Background: an optimization exercise with open tools, aiming at small area, a short achievable clock period and few clock cycles. Do not read the settings as production practice.
Function was checked by simulation only, so behaviour that the tests miss may differ from the original.
Power and IR drop assume default switching activity.

**flow/design.v**
```verilog
`timescale 1ns/1ps
package router_pkg;
  localparam int NUM_PORTS = 5;
  localparam int NUM_VCS   = 2;
  localparam int NUM_STR   = NUM_PORTS * NUM_VCS;    
  localparam int COORD_W   = 2;
  localparam int PAYLOAD_W = 16;
  localparam int KIND_W    = 2;
  localparam int VC_W      = 1;
  localparam int COUNT_W   = 16;
  localparam int FLIT_W    = KIND_W + VC_W + 2 * COORD_W + PAYLOAD_W;
  localparam int PAYLOAD_LSB = 0;
  localparam int DY_LSB      = PAYLOAD_LSB + PAYLOAD_W;
  localparam int DX_LSB      = DY_LSB + COORD_W;
  localparam int VC_LSB      = DX_LSB + COORD_W;
  localparam int KIND_LSB    = VC_LSB + VC_W;
  typedef logic [FLIT_W-1:0]  flit_t;
  typedef logic [COORD_W-1:0] coord_t;
  typedef logic [COUNT_W-1:0] count_t;
  function automatic logic is_first(input flit_t f);
    is_first = (f[KIND_LSB +: KIND_W] == 2'd0) || (f[KIND_LSB +: KIND_W] == 2'd3);
  endfunction
  function automatic logic is_last(input flit_t f);
    is_last = f[KIND_LSB + 1];
  endfunction
endpackage
`timescale 1ns/1ps
module vc_buffer #(
  parameter router_pkg::coord_t ROUTER_X = 1,
  parameter router_pkg::coord_t ROUTER_Y = 2
) (
  input  logic                               clk,
  input  logic                               rst_n,
  input  logic                               offer,      
  input  router_pkg::flit_t                  wr_data,
  input  logic                               pop,
  output router_pkg::flit_t                  head,
  output logic [router_pkg::NUM_PORTS-1:0]   first_req,
  output logic                               valid
);
  logic                              push;
  assign push = offer && !pop;
  always_ff @(posedge clk or negedge rst_n) begin
    if (!rst_n) valid <= 1'b0;
    else if (push) valid <= 1'b1;
    else if (pop) valid <= 1'b0;
  end
  always_ff @(posedge clk) begin
    if (!valid) head <= wr_data;
  end
  always_comb begin
    router_pkg::coord_t dx, dy;
    logic               go;
    dx = head[router_pkg::DX_LSB +: router_pkg::COORD_W];
    dy = head[router_pkg::DY_LSB +: router_pkg::COORD_W];
    go = valid && router_pkg::is_first(head);
    first_req    = '0;
    first_req[2] = go && (dx > ROUTER_X);
    first_req[3] = go && (dx < ROUTER_X);
    first_req[0] = go && (dx == ROUTER_X) && (dy > ROUTER_Y);
    first_req[1] = go && (dx == ROUTER_X) && (dy < ROUTER_Y);
    first_req[4] = go && (dx == ROUTER_X) && (dy == ROUTER_Y);
  end
endmodule
`timescale 1ns/1ps
module rr_arbiter #(
  parameter int NUM_REQS = 10
) (
  input  logic                clk,
  input  logic                rst_n,
  input  logic [NUM_REQS-1:0] req,
  input  logic                advance,
  output logic [NUM_REQS-1:0] grant,
  output logic [NUM_REQS-1:0] last_win
);
  logic [NUM_REQS-1:0] mask;        
  function automatic logic [NUM_REQS-1:0] first_one(input logic [NUM_REQS-1:0] r);
    logic seen;
    seen = 1'b0;
    for (int i = 0; i < NUM_REQS; i++) begin
      first_one[i] = r[i] && !seen;
      seen = seen || r[i];
    end
  endfunction
  assign grant = (|(req & mask)) ? first_one(req & mask) : first_one(req);
  always_comb begin
    for (int i = 0; i < NUM_REQS; i++)
      last_win[i] = !mask[i] && ((i == NUM_REQS - 1) || mask[(i == NUM_REQS - 1) ? i : i + 1]);
  end
  always_ff @(posedge clk or negedge rst_n) begin
    if (!rst_n) begin
      mask <= '0;
    end else if (advance && (|req)) begin
      for (int i = 0; i < NUM_REQS; i++) begin
        mask[i] <= 1'b0;
        for (int j = 0; j < i; j++) if (grant[j]) mask[i] <= 1'b1;
      end
    end
  end
endmodule
`timescale 1ns/1ps
module input_unit #(
  parameter router_pkg::coord_t ROUTER_X = 1,
  parameter router_pkg::coord_t ROUTER_Y = 2
) (
  input  logic                                        clk,
  input  logic                                        rst_n,
  input  logic                                        in_valid,
  input  router_pkg::flit_t                           in_flit,
  output logic                                        in_ready,
  input  logic [router_pkg::NUM_VCS-1:0]              pop,
  output router_pkg::flit_t [router_pkg::NUM_VCS-1:0] head,
  output logic [router_pkg::NUM_VCS-1:0]              valid,
  output logic [router_pkg::NUM_VCS-1:0]              buffered,
  output logic [router_pkg::NUM_VCS-1:0][router_pkg::NUM_PORTS-1:0] first_req
);
  logic                           vc;
  logic [router_pkg::NUM_VCS-1:0] ready;
  assign vc = in_flit[router_pkg::VC_LSB];
  for (genvar v = 0; v < router_pkg::NUM_VCS; v++) begin : g_rdy
    assign ready[v] = !buffered[v];
  end
  assign in_ready = ready[vc];
  for (genvar v = 0; v < router_pkg::NUM_VCS; v++) begin : g_vc
    router_pkg::flit_t  bhead;
    logic               offer;
    assign offer = in_valid && (vc == v[0]) && ready[v];
    vc_buffer #(
      .ROUTER_X (ROUTER_X),
      .ROUTER_Y (ROUTER_Y)
    ) u_buf (
      .clk       (clk),
      .rst_n     (rst_n),
      .offer     (offer),
      .wr_data   (in_flit),
      .pop       (pop[v]),
      .head      (bhead),
      .first_req (first_req[v]),
      .valid     (buffered[v])
    );
    assign valid[v] = buffered[v] || offer;
    always_comb begin
      head[v] = buffered[v] ? bhead : in_flit;
      head[v][router_pkg::VC_LSB] = v[0];
    end
  end
endmodule
`timescale 1ns/1ps
module switch_allocator (
  input  logic                                                        clk,
  input  logic                                                        rst_n,
  input  logic [router_pkg::NUM_STR-1:0]                              valid,
  input  logic [router_pkg::NUM_STR-1:0][router_pkg::NUM_PORTS-1:0]   first_req,
  input  router_pkg::flit_t [router_pkg::NUM_STR-1:0]                 head,
  input  logic [router_pkg::NUM_PORTS-1:0]                            take,
  output logic [router_pkg::NUM_STR-1:0]                              pop,
  output logic [router_pkg::NUM_PORTS-1:0]                            load,
  output router_pkg::flit_t [router_pkg::NUM_PORTS-1:0]               load_flit
);
  localparam int NS = router_pkg::NUM_STR;
  localparam int NP = router_pkg::NUM_PORTS;
  logic [NP-1:0][NS-1:0] owner;
  logic [NP-1:0]         locked;
  logic [NP-1:0][NS-1:0] arb_gnt;
  logic [NP-1:0][NS-1:0] gnt;
  logic [NP-1:0][NS-1:0] sel;
  logic [NP-1:0]         load_last;
  logic [NS-1:0]         last;
  always_comb begin
    for (int s = 0; s < NS; s++) begin
      last[s]     = router_pkg::is_last(head[s]);
    end
  end
  for (genvar o = 0; o < NP; o++) begin : g_out
    logic [NS-1:0] fr;
    for (genvar s = 0; s < NS; s++) begin : g_req
      assign fr[s] = first_req[s][o];
    end
    rr_arbiter #(.NUM_REQS(NS)) u_arb (
      .clk      (clk),
      .rst_n    (rst_n),
      .req      (fr),
      .advance  (!locked[o] && take[o]),
      .grant    (arb_gnt[o]),
      .last_win (owner[o])
    );
    assign gnt[o]  = locked[o] ? (owner[o] & valid) : arb_gnt[o];
    assign load[o] = take[o] && (locked[o] ? (|(owner[o] & valid)) : (|fr));
    assign sel[o] = locked[o] ? owner[o] : arb_gnt[o];
    always_comb begin
      load_flit[o] = '0;
      load_last[o] = 1'b0;
      for (int s = 0; s < NS; s++) begin
        load_flit[o] = load_flit[o] | ({router_pkg::FLIT_W{sel[o][s]}} & head[s]);
        load_last[o] = load_last[o] | (gnt[o][s] & last[s]);
      end
    end
    always_ff @(posedge clk or negedge rst_n) begin
      if (!rst_n) locked[o] <= 1'b0;
      else if (load[o]) locked[o] <= !load_last[o];
    end
  end
  always_comb begin
    pop = '0;
    for (int o = 0; o < NP; o++) pop = pop | (gnt[o] & {NS{take[o]}});
  end
endmodule
`timescale 1ns/1ps
module output_stage (
  input  logic                                          clk,
  input  logic                                          rst_n,
  input  logic [router_pkg::NUM_PORTS-1:0]              load,
  input  router_pkg::flit_t [router_pkg::NUM_PORTS-1:0] load_flit,
  output logic [router_pkg::NUM_PORTS-1:0]              take,
  output logic [router_pkg::NUM_PORTS-1:0]              out_valid,
  output router_pkg::flit_t [router_pkg::NUM_PORTS-1:0] out_flit,
  input  logic [router_pkg::NUM_PORTS-1:0]              out_ready,
  output router_pkg::count_t                            packets_routed
);
  assign take = ~out_valid | out_ready;
  always_ff @(posedge clk or negedge rst_n) begin
    if (!rst_n) out_valid <= '0;
    else out_valid <= load | (out_valid & ~out_ready);
  end
  always_ff @(posedge clk) begin
    for (int p = 0; p < router_pkg::NUM_PORTS; p++)
      if (take[p]) out_flit[p] <= load_flit[p];
  end
  localparam int NP = router_pkg::NUM_PORTS;
  localparam int HW = router_pkg::COUNT_W - 3;
  logic [NP-1:0]   closing;
  logic [NP:0]     at_least;
  logic [NP:0]     exactly;
  logic [2:0]      low;
  logic [2:0]      low_after [0:NP];
  logic [NP:0]     carry_after;
  logic [HW-1:0]   high, high_flip;
  logic [2:0]      low_d;
  logic            carry_d;
  always_comb begin
    for (int p = 0; p < NP; p++)
      closing[p] = out_valid[p] && router_pkg::is_last(out_flit[p]);
    at_least = {{NP{1'b0}}, 1'b1};
    for (int p = 0; p < NP; p++)
      if (closing[p] && out_ready[p]) at_least = {at_least[NP-1:0], 1'b1};
    for (int k = 0; k < NP; k++) exactly[k] = at_least[k] && !at_least[k+1];
    exactly[NP] = at_least[NP];
    low  = packets_routed[2:0];
    high = packets_routed[router_pkg::COUNT_W-1:3];
    for (int k = 0; k <= NP; k++) begin
      logic [3:0] sum;
      sum            = {1'b0, low} + 4'(k);
      low_after[k]   = sum[2:0];
      carry_after[k] = sum[3];
    end
    high_flip[0] = 1'b1;
    for (int i = 1; i < HW; i++) high_flip[i] = high_flip[i-1] && high[i-1];
    low_d   = '0;
    carry_d = 1'b0;
    for (int k = 0; k <= NP; k++) begin
      low_d   = low_d | ({3{exactly[k]}} & low_after[k]);
      carry_d = carry_d | (exactly[k] && carry_after[k]);
    end
  end
  always_ff @(posedge clk or negedge rst_n) begin
    if (!rst_n) packets_routed <= '0;
    else packets_routed <= {high ^ (high_flip & {HW{carry_d}}), low_d};
  end
endmodule
`timescale 1ns/1ps
module router_top #(
  parameter router_pkg::coord_t ROUTER_X = 1,
  parameter router_pkg::coord_t ROUTER_Y = 2
) (
  input  logic                                                    clk,
  input  logic                                                    rst_n,
  input  logic [router_pkg::NUM_PORTS-1:0]                        in_valid,
  input  router_pkg::flit_t [router_pkg::NUM_PORTS-1:0]           in_flit,
  output logic [router_pkg::NUM_PORTS-1:0]                        in_ready,
  output logic [router_pkg::NUM_PORTS-1:0]                        out_valid,
  output router_pkg::flit_t [router_pkg::NUM_PORTS-1:0]           out_flit,
  input  logic [router_pkg::NUM_PORTS-1:0]                        out_ready,
  output router_pkg::count_t                                      packets_routed
);
  localparam int NP = router_pkg::NUM_PORTS;
  localparam int NS = router_pkg::NUM_STR;
  logic [NP-1:0] take;
  logic [NP-1:0] load;
  router_pkg::flit_t [NP-1:0] load_flit;
  logic [NS-1:0]         pop;
  logic [NS-1:0]         valid;
  logic [NS-1:0]         buffered;
  router_pkg::flit_t [NS-1:0] head;
  logic [NS-1:0][NP-1:0] first_req;
  for (genvar p = 0; p < NP; p++) begin : g_port
    input_unit #(
      .ROUTER_X (ROUTER_X),
      .ROUTER_Y (ROUTER_Y)
    ) u_in (
      .clk       (clk),
      .rst_n     (rst_n),
      .in_valid  (in_valid[p]),
      .in_flit   (in_flit[p]),
      .in_ready  (in_ready[p]),
      .pop       (pop[2*p +: 2]),
      .head      (head[2*p +: 2]),
      .valid     (valid[2*p +: 2]),
      .buffered  (buffered[2*p +: 2]),
      .first_req (first_req[2*p +: 2])
    );
  end
  switch_allocator u_alloc (
    .clk       (clk),
    .rst_n     (rst_n),
    .valid     (valid),
    .first_req (first_req),
    .head      (head),
    .take      (take),
    .pop       (pop),
    .load      (load),
    .load_flit (load_flit)
  );
  output_stage u_out (
    .clk            (clk),
    .rst_n          (rst_n),
    .load           (load),
    .load_flit      (load_flit),
    .take           (take),
    .out_valid      (out_valid),
    .out_flit       (out_flit),
    .out_ready      (out_ready),
    .packets_routed (packets_routed)
  );
endmodule
```
**flow/flow/run.sh**
```bash
#!/bin/bash
# Layout flow: the standard flow unchanged, except that the port buffers placement
# inserts are plain sky130_fd_sc_hd__buf_2 cells instead of the delay cell buffer_ports
# picks by default. Every input and output port still gets its own buffer, and the timing
# repair that follows may resize them like any other buffer.
# The whole make output (every ORFS step) goes to standard_flow.log in the work folder;
# ORFS also keeps each step's log under orfs/logs.
set -euo pipefail
bash standard.sh "BUFFER_PORTS_ARGS=-buffer_cell sky130_fd_sc_hd__buf_2" finish > standard_flow.log 2>&1
```
**flow/standard.sh**
```bash
#!/bin/bash
# synth_recipe.tcl (not shown) runs the flow's synth.tcl, then flattens the netlist and writes it again
# the make line also repeats each setting of config.mk as NAME=value (left out here)
make -C /OpenROAD-flow-scripts/flow DESIGN_CONFIG=/design/flow/config.mk WORK_HOME=/design/flow/orfs CLKGATE_MAP_FILE= SYNTH_SCRIPT=/design/flow/synth_recipe.tcl "${@:-finish}"
```
**flow/config.mk**
```make
export PLATFORM = sky130hd
export DESIGN_NAME = router_top
export DESIGN_NICKNAME = router_top
export VERILOG_FILES = /design/flow/design.v
export SDC_FILE = /design/flow/constraint.sdc
export NUM_CORES = 4
export LEC_CHECK = 0
export CAP_MARGIN = 20
export CORE_MARGIN = 2
export CORE_UTILIZATION = 40
export CTS_CLUSTER_SIZE = 30
export SETUP_SLACK_MARGIN = 4.0
export SLEW_MARGIN = 20
```
**flow/constraint.sdc**
```tcl
create_clock -name core_clock -period 7.5 [get_ports {clk}]
set_input_delay 1.5000 -clock core_clock [delete_from_list [all_inputs] [get_ports {clk}]]
set_output_delay 1.5000 -clock core_clock [all_outputs]
set_load 0.01 [all_outputs]
```
==> reports/metrics.yaml <==
outcome:
  run_status: "complete, no violations"
setup_path:
  worstReg2RegStart: "g_port[4].u_in.g_vc[1].u_buf.valid"
  worstSetupPathType: "flip-flop to flip-flop"
  cp.arrival_ns: 3.89
  worst_path_largest_cell_delay_ns: 0.53
  critPathMaxFanout: 12
  rr_worst_depth: 10
  r2r-end: "u_out.out_flit[45]"
  cp_num_buf_inv: 3
  cp_cell_sequence: "buf_12 > nand2_1 > nor4_4 > buf_4 > a221oi_4 > and3_4 > a311o_2 > buf_12 > a222oi_1 > nand4_1"
  r2r_slack_ns: 3.80
  cp_top_family: "simple AND/OR/NAND/NOR gates"
  startpoint_type: "flip-flop"
  cp_slowest_cell: "nand4_1"
  cp.required_ns: 7.69
  cp_common_cell: "buf_12"
  endpoint_kind: "flip-flop"
yosys:
  synthDistinctLibCells: 93
  synth_top_area_cell: "dfxtp_1"
  synthCells: 3007
  synth_area_sq_um: 25900
  synth-edff-count: 115
  ys_async_sr_fraction: 0.195
  synthTopCellsByArea: "dfxtp_1 17%, edfxtp_1 13%, dfrtp_1 7.8%"
  yosys_most_used_dff: "dfxtp_1"
  synth-warning-count: 6
  ys_seq_area_frac: 0.382
  ys_ff_latch: 416
  syn-num-nets: 3140
  avgSynthCellArea_sq_um: 8.61
  synth.top_cell.area_share: 0.170
clocking:
  clk_pin_slew_ns: 0.07
  h-tree-depth: 2
  cts-buffers-inserted: 51
  cts_sinks: 416
  cts_hold_buf: 0
  root_buffer: "clkbuf_16"
  cts_tree: "built"
  clockBufferDepth: 3
  clock_latency_ns: 0.66
sta:
  skew_ns: 0.0709
  slew_headroom: 0.124
  fin_tns_setup_ns: 0
  drv_slew: 0
  rsz0062_at_grt: "true"
  timing.fmax_mhz: 271
  hold_viol: 0
  period_share: 0.493
  worst_slew_pin_slew_ns: 1.31
  final.min_clock_period_ns: 3.70
  setup-violations-final: 0
die:
  die_h_microns: 258
  die_x_microns: 258
  core_area_sq_um: 64200
  die_area_sq_um: 66800
  ios: 268
  fp-row-count: 93
  start_util: 0.403
pwr:
  p_leak_nw: 13.4
  ir_drop_mv: 0.270
  power_density_nw_per_um2: 580
min_path:
  hold_path.class: "flip-flop to flip-flop"
  hold_path.startpoint: "u_out.packets_routed[8]"
  hold_depth: 1
  hold_path_end: "u_out.packets_routed[8]"
global_route:
  grtUsageMet3: 0.255
  use_met2: 0.639
  grt_remaining_overflow: 0
  grt.met1_usage: 0.550
  top_usage_layer: "met2"
  grt_usage: 0.471
  antenna_found_initial: 15
  grt_pass1_wl_mm: 224
  grt_max_degree: 51
  grt_pass1_vias: 30200
final_layout:
  fillers: 5996
  regArea_sq_um: 9920
  area_growth_pct: 27.8
  layout.nets: 3478
  multiInputGateArea_sq_um: 16000
  drive_above_1_share: 0.257
  fin_util: 0.516
  final_cell_mix: "285 x nand2_1, 259 x buf_2, 222 x inv_1, 210 x dfxtp_1, 153 x o21ai_0"
  final_common_cell: "nand2_1"
route:
  wirelength_mm: 169
  routed-via-count: 32300
  post_drt_wl_per_cell_microns: 39.8
  drtIter0Drc: 6648
  drt-vias-per-instance: 7.59
  ant_nets: 0
  first_pass_iters: 13
  drc: 0
placement:
  portBuffers: 267
  gp_congestion: 1.14
  dp_hpwl_mm: 99.0
run:
  max_cap_violations: 0
## state kept, by name (all words and copies together), names as in the netlist
signal / count
g_port.u_in.g_vc.u_buf.head: 220
g_port.u_in.g_vc.u_buf.valid: 10
u_alloc.g_out.u_arb.mask: 45
u_alloc.locked: 5
u_out.out_flit: 115
u_out.out_valid: 5
u_out.packets_routed: 16
## final cells by class
class | instances | area share
antenna | 9 | 0.000680
clock buffer | 67 | 0.0425
clock inverter | 29 | 0.00963
inverter | 237 | 0.0280
multi-input combinational | 2168 | 0.482
sequential | 416 | 0.299
tap | 855 | 0.0323
timing repair buffer | 471 | 0.105
## power by group
part           switching (mW)  leakage [nW]  internal, mW
clock network            1.13         0.830          1.47
logic                    8.22          8.54          3.71
registers                1.05          4.02          3.61
total                    10.4          13.4          8.80
## routing by layer
layer / vias to the layer above / wire (microns)
met5: - / 225
li1: 12300 / -
met4: 18 / 18500
met1: 15000 / 55100
met3: 1284 / 31300
met2: 3640 / 63900
## synth_stat cells (41+ instances only)
cell type	number
nor3_1	69
nand3_1	145
mux2i_1	143
a22oi_1	73
inv_1	228
edfxtp_1	115
dfrtp_1	81
nand2_1	297
mux2_2	70
buf_2	41
o22ai_1	140
clkbuf_1	130
a21oi_1	80
dfxtp_1	220
a222oi_1	88
nor2_1	135
a211oi_1	86
o21ai_0	161
## through the flow
stage,power [mW],std cells,setup WS (ns),hold slack [ns],cell area (sq um)
2_1_floorplan,9.80,3007,3.99,0.497,25900
3_5_place_dp,14.1,4028,2.64,0.478,28600
5_1_grt,19.3,4246,3.85,0.512,33100
3_3_place_gp,14.0,4028,2.86,0.459,28500
4_1_cts,17.3,4169,3.94,0.489,31700
6_report,19.2,4252,3.80,0.488,33100
## worst max-delay path by stage
stage | from | to | slack (ns) | cells after the start
after CTS | g_port[2].u_in.g_vc[0].u_buf.head[19] | u_out.out_flit[67] | 3.94 | 10
final | g_port[4].u_in.g_vc[1].u_buf.valid | u_out.out_flit[45] | 3.80 | 10
after global routing | g_port[0].u_in.g_vc[1].u_buf.head[21] | u_out.out_flit[45] | 3.85 | 9
after detailed placement | g_port[2].u_in.g_vc[0].u_buf.valid | u_out.out_flit[12] | 2.64 | 11
after floorplan | out_ready[1] | u_out.packets_routed[15] | 3.99 | 11
after global placement | g_port[2].u_in.g_vc[0].u_buf.valid | u_out.out_flit[2] | 2.86 | 11
## cells by family after synthesis
| kind of cell | share of synthesized area |
|---|---|
| AOI/OAI and AO/OA | 0.268 |
| xor gates and xnor gates | 0.0121 |
| adders and majority gates | 0.00328 |
| buffers and inverters | 0.0659 |
| DFF | 0.382 |
| muxes | 0.0857 |
| and+or+nand+nor | 0.184 |
## timing repair
action | in CTS | in global routing
gates cloned | 8 | 10
buffers inserted | 37 | 62
setup endpoints to repair | 160 | 140
pin swaps | 20 | 37
resized for setup | 177 | 129
Testbench counts, summed over its fixed seeds: cycles 3,446.

[re-timing with driven ports]
The flow's constraints put no driver on any port. The routed layout listed below was extracted and timed again, unchanged, in two steps. Step 1: set_driving_cell puts a clkbuf_16 on clk and a buf_2 on each other input, an assumption about the parent block. Step 2 moves the port delays by t, midway between the first and last clock arrival at a register: inputs arrive t later, outputs are due t later. That takes back most of the time a late clock gives input paths. Three values: ideal ports, drivers, drivers and shift; two values: the first two.
shift t [ns]: 0.700
setup slack, ns: 3.804 / 3.804 / 3.239
worst setup path at the end: input to register
After both steps this run still meets setup and hold. For this run, drivers alone change the setup slack by 0.000 ns; drivers and shift together by -0.565 ns.
